Context: an optimization exercise on an open-source flow, tuned for small area. The choices shown serve that exercise and are no tape-out recipe.
In this exercise RTL edits were held to simulation tests only and were not proved equivalent to the original.
Power figures rest on the tool's default switching activity, not on a simulated workload.

==> module pwm_modulator, before the edit <==
module pwm_modulator (
  input  wire logic                               PWM_ADC_CLOCK_100M,
  input  wire logic                               arst_n,
  input  wire logic [pwm_audio_pkg::SAMPLE_W-1:0] sample,
  output logic                                    pwm_out       
);
  logic [pwm_audio_pkg::RES_W-1:0] res;
  logic                            over;          
  logic [10:0]                     c;
  logic [10:0]                     sum;
  logic                            carry;
  logic [9:0]                      sw;
  logic [10:3]                     k;
  assign c[0] = 1'b0;
  for (genvar i = 0; i < 10; i++) begin : g_add
    assign sum[i] = res[i] ^ sample[i] ^ c[i];
    assign c[i+1] = (res[i] & sample[i]) | (res[i] & c[i]) | (sample[i] & c[i]);
  end
  assign sum[10] = c[10];
  assign carry   = sum[10] | (&sum[9:5] & (sum[4] | sum[3]));
  assign sw[2:0] = sum[2:0];
  assign sw[3]   = ~sum[3];
  assign k[4]    = sum[3];
  assign sw[4]   = ~(sum[4] ^ k[4]);
  assign k[5]    = sum[4] | k[4];
  for (genvar i = 5; i < 10; i++) begin : g_inc
    assign sw[i]  = sum[i] ^ k[i];
    assign k[i+1] = sum[i] & k[i];
  end
  always_ff @(posedge PWM_ADC_CLOCK_100M or negedge arst_n) begin
    if (!arst_n) begin
      res     <= '0;
      over    <= 1'b0;
      pwm_out <= 1'b0;
    end else begin
      res     <= carry ? sw : sum[9:0];
      over    <= carry;                      
      pwm_out <= over;                       
    end
  end
endmodule
==> module speaker_tap, before the edit <==
module speaker_tap #(
  parameter int CHANNEL = 0                        
) (
  input  wire logic                                   PWM_ADC_CLOCK_100M,
  input  wire logic                                   arst_n,
  input  wire pwm_audio_pkg::delay_wr_t               delay_wr,
  input  wire pwm_audio_pkg::res_wr_t                 res_wr,
  input  wire logic                                   tap_far,      
  input  wire logic [pwm_audio_pkg::DELAY_W-1:0]      tap_delay,    
  input  wire logic [pwm_audio_pkg::RES_W-1:0]        wr_res,       
  input  wire logic [pwm_audio_pkg::SAMPLE_CNT_W-1:0] period_cnt,
  input  wire logic [pwm_audio_pkg::SAMPLE_W-1:0]     sample,
  input  wire logic [pwm_audio_pkg::SAMPLE_W-1:0]     sample_d1,
  input  wire logic [pwm_audio_pkg::SAMPLE_W-1:0]     sample_d2,
  output logic                                        speaker
);
  logic                              far;
  logic [pwm_audio_pkg::DELAY_W-1:0] lag_mod;
  logic [pwm_audio_pkg::RES_W-1:0]   res;          
  logic [pwm_audio_pkg::RES_W-1:0]   cur;
  logic                              wr_hit;
  logic                              res_hit;
  logic                              back;
  logic [10:0]                       gt;
  logic [pwm_audio_pkg::SAMPLE_W-1:0] s;
  logic [10:0]                       c;
  logic [10:0]                       sum;
  logic                              carry;
  logic [9:0]                        sw;
  logic [10:3]                       k;
  assign wr_hit  = delay_wr.en &&
                   (delay_wr.chan == pwm_audio_pkg::CHAN_W'(CHANNEL));
  assign res_hit = res_wr.en &&
                   (res_wr.chan == pwm_audio_pkg::CHAN_W'(CHANNEL));
  assign gt[0] = 1'b0;
  for (genvar i = 0; i < 10; i++) begin : g_cmp
    assign gt[i+1] = (period_cnt[i] & ~lag_mod[i]) | (period_cnt[i] & gt[i]) | (~lag_mod[i] & gt[i]);
  end
  assign back = ~gt[10];
  always_comb begin
    case ({far, back})
      2'b00:   s = sample;
      2'b11:   s = sample_d2;
      default: s = sample_d1;
    endcase
  end
  assign cur  = res_hit ? wr_res : res;
  assign c[0] = 1'b0;
  for (genvar i = 0; i < 10; i++) begin : g_add
    assign sum[i]   = cur[i] ^ s[i] ^ c[i];
    assign c[i+1]   = (cur[i] & s[i]) | (cur[i] & c[i]) | (s[i] & c[i]);
  end
  assign sum[10] = c[10];
  assign carry = sum[10] | (&sum[9:5] & (sum[4] | sum[3]));
  assign sw[2:0] = sum[2:0];
  assign sw[3]   = ~sum[3];
  assign k[4]    = sum[3];
  assign sw[4]   = ~(sum[4] ^ k[4]);
  assign k[5]    = sum[4] | k[4];
  for (genvar i = 5; i < 10; i++) begin : g_inc
    assign sw[i]  = sum[i] ^ k[i];
    assign k[i+1] = sum[i] & k[i];
  end
  always_ff @(posedge PWM_ADC_CLOCK_100M) begin
    if (wr_hit || !arst_n) begin
      far     <= tap_far;             
      lag_mod <= tap_delay;
    end
  end
  always_ff @(posedge PWM_ADC_CLOCK_100M or negedge arst_n) begin
    if (!arst_n) begin
      res     <= '0;
      speaker <= 1'b0;
    end else begin
      res     <= carry ? sw : sum[9:0];
      speaker <= carry;               
    end
  end
endmodule
==> flow/config.mk <==
export PLATFORM = sky130hd
export DESIGN_NAME = pwm_audio_top
export DESIGN_NICKNAME = pwm_audio_top
export VERILOG_FILES = /design/flow/design.v
export SDC_FILE = /design/flow/constraint.sdc
export NUM_CORES = 4
export LEC_CHECK = 0
export CAP_MARGIN = 20
export CORE_MARGIN = 2
export CORE_UTILIZATION = 60
export CTS_BUF_LIST = sky130_fd_sc_hd__clkbuf_16
export CTS_CLUSTER_DIAMETER = 80
export CTS_CLUSTER_SIZE = 30
export SLEW_MARGIN = 20
==> flow/constraint.sdc <==
create_clock -name core_clock -period 10.0 [get_ports {PWM_ADC_CLOCK_100M}]
set_input_delay 2.0000 -clock core_clock [delete_from_list [all_inputs] [get_ports {PWM_ADC_CLOCK_100M}]]
set_output_delay 2.0000 -clock core_clock [all_outputs]
set_load 0.01 [all_outputs]
standard.sh (not shown) runs the stock make flow with config.mk's settings and CLKGATE_MAP_FILE= SYNTH_SCRIPT=/design/flow/synth_recipe.tcl, a recipe that flattens the netlist after the stock synthesis.
==> flow/flow/run.sh <==
#!/bin/bash
# Standard layout, with the smallest buffer on the ports and a clock tree
# without dummy loads. Each tool's output goes to a log file here.
set -euo pipefail
export BUFFER_PORTS_ARGS="-buffer_cell sky130_fd_sc_hd__buf_1"
export CTS_ARGS="-sink_clustering_enable -repair_clock_nets -sink_clustering_size 30 -sink_clustering_max_diameter 80 -buf_list sky130_fd_sc_hd__clkbuf_16 -dont_use_dummy_load"
bash standard.sh > standard.log 2>&1
==> next run, changes <==
--- a/flow/design.v
+++ b/flow/design.v
@@ -96,25 +96,16 @@
   logic [10:0]                     c;
   logic [10:0]                     sum;
   logic                            carry;
   logic [9:0]                      sw;
-  logic [10:3]                     k;
   assign c[0] = 1'b0;
   for (genvar i = 0; i < 10; i++) begin : g_add
     assign sum[i] = res[i] ^ sample[i] ^ c[i];
     assign c[i+1] = (res[i] & sample[i]) | (res[i] & c[i]) | (sample[i] & c[i]);
   end
   assign sum[10] = c[10];
   assign carry   = sum[10] | (&sum[9:5] & (sum[4] | sum[3]));
-  assign sw[2:0] = sum[2:0];
-  assign sw[3]   = ~sum[3];
-  assign k[4]    = sum[3];
-  assign sw[4]   = ~(sum[4] ^ k[4]);
-  assign k[5]    = sum[4] | k[4];
-  for (genvar i = 5; i < 10; i++) begin : g_inc
-    assign sw[i]  = sum[i] ^ k[i];
-    assign k[i+1] = sum[i] & k[i];
-  end
+  assign sw = sum[9:0] + 10'd24;
   always_ff @(posedge PWM_ADC_CLOCK_100M or negedge arst_n) begin
     if (!arst_n) begin
       res     <= '0;
       over    <= 1'b0;
@@ -300,9 +291,8 @@
   logic [10:0]                       c;
   logic [10:0]                       sum;
   logic                              carry;
   logic [9:0]                        sw;
-  logic [10:3]                       k;
   assign wr_hit  = delay_wr.en &&
                    (delay_wr.chan == pwm_audio_pkg::CHAN_W'(CHANNEL));
   assign res_hit = res_wr.en &&
                    (res_wr.chan == pwm_audio_pkg::CHAN_W'(CHANNEL));
@@ -310,32 +300,22 @@
   for (genvar i = 0; i < 10; i++) begin : g_cmp
     assign gt[i+1] = (period_cnt[i] & ~lag_mod[i]) | (period_cnt[i] & gt[i]) | (~lag_mod[i] & gt[i]);
   end
   assign back = ~gt[10];
-  always_comb begin
-    case ({far, back})
-      2'b00:   s = sample;
-      2'b11:   s = sample_d2;
-      default: s = sample_d1;
-    endcase
-  end
+  logic sel0, sel1, sel2;
+  assign sel0 = ~far & ~back;
+  assign sel1 = far ^ back;
+  assign sel2 = far & back;
+  assign s = ({10{sel0}} & sample) | ({10{sel1}} & sample_d1) | ({10{sel2}} & sample_d2);
   assign cur  = res_hit ? wr_res : res;
   assign c[0] = 1'b0;
   for (genvar i = 0; i < 10; i++) begin : g_add
     assign sum[i]   = cur[i] ^ s[i] ^ c[i];
     assign c[i+1]   = (cur[i] & s[i]) | (cur[i] & c[i]) | (s[i] & c[i]);
   end
   assign sum[10] = c[10];
   assign carry = sum[10] | (&sum[9:5] & (sum[4] | sum[3]));
-  assign sw[2:0] = sum[2:0];
-  assign sw[3]   = ~sum[3];
-  assign k[4]    = sum[3];
-  assign sw[4]   = ~(sum[4] ^ k[4]);
-  assign k[5]    = sum[4] | k[4];
-  for (genvar i = 5; i < 10; i++) begin : g_inc
-    assign sw[i]  = sum[i] ^ k[i];
-    assign k[i+1] = sum[i] & k[i];
-  end
+  assign sw = sum[9:0] + 10'd24;
   always_ff @(posedge PWM_ADC_CLOCK_100M) begin
     if (wr_hit || !arst_n) begin
       far     <= tap_far;             
       lag_mod <= tap_delay;
Effect: Wire length shrinks by 4.4%; cell area shrinks by 4.0%; flip-flop and latch count does not change; global-route usage is about the same; count of clock-buffer cells in the layout shrinks by 2; sequential share of layout area grows by 1.4 points; fmax grows by 1.0%; cell count shrinks by 7.0%; synthesized cell count shrinks by 6.2%; total power grows by 12%.

-- afterwards: timing with drivers on the ports --
The flow's constraints put no driver on any port. The routed layouts listed below were extracted and timed again, unchanged, in two steps. Step 1 (the two cells are an assumption about what drives the block):
set clk [get_ports {PWM_ADC_CLOCK_100M}]
set_driving_cell -lib_cell sky130_fd_sc_hd__clkbuf_16 $clk
set_driving_cell -lib_cell sky130_fd_sc_hd__buf_2 [delete_from_list [all_inputs] $clk]
Step 2 adds t to the input delays and takes it off the output delays; t is the mean of the earliest and latest rising clock arrival at the registers after step 1. Input paths then give back, and output paths get back, about the clock's delay inside the block. Three values: ideal ports, drivers, drivers and shift; two values: the first two.
run	shift t [ns]	slack for setup (ns)	clock arrival spread, ns	worst slew at a driven data input, ns	cell pins on the clock port's net
the first run	0.569	0.870 / 0.870 / 0.870	0.096 / 0.096	0.04	1
the second run	0.564	0.961 / 0.961 / 0.961	0.058 / 0.059	0.04	1
After both steps every run listed still meets setup and hold.
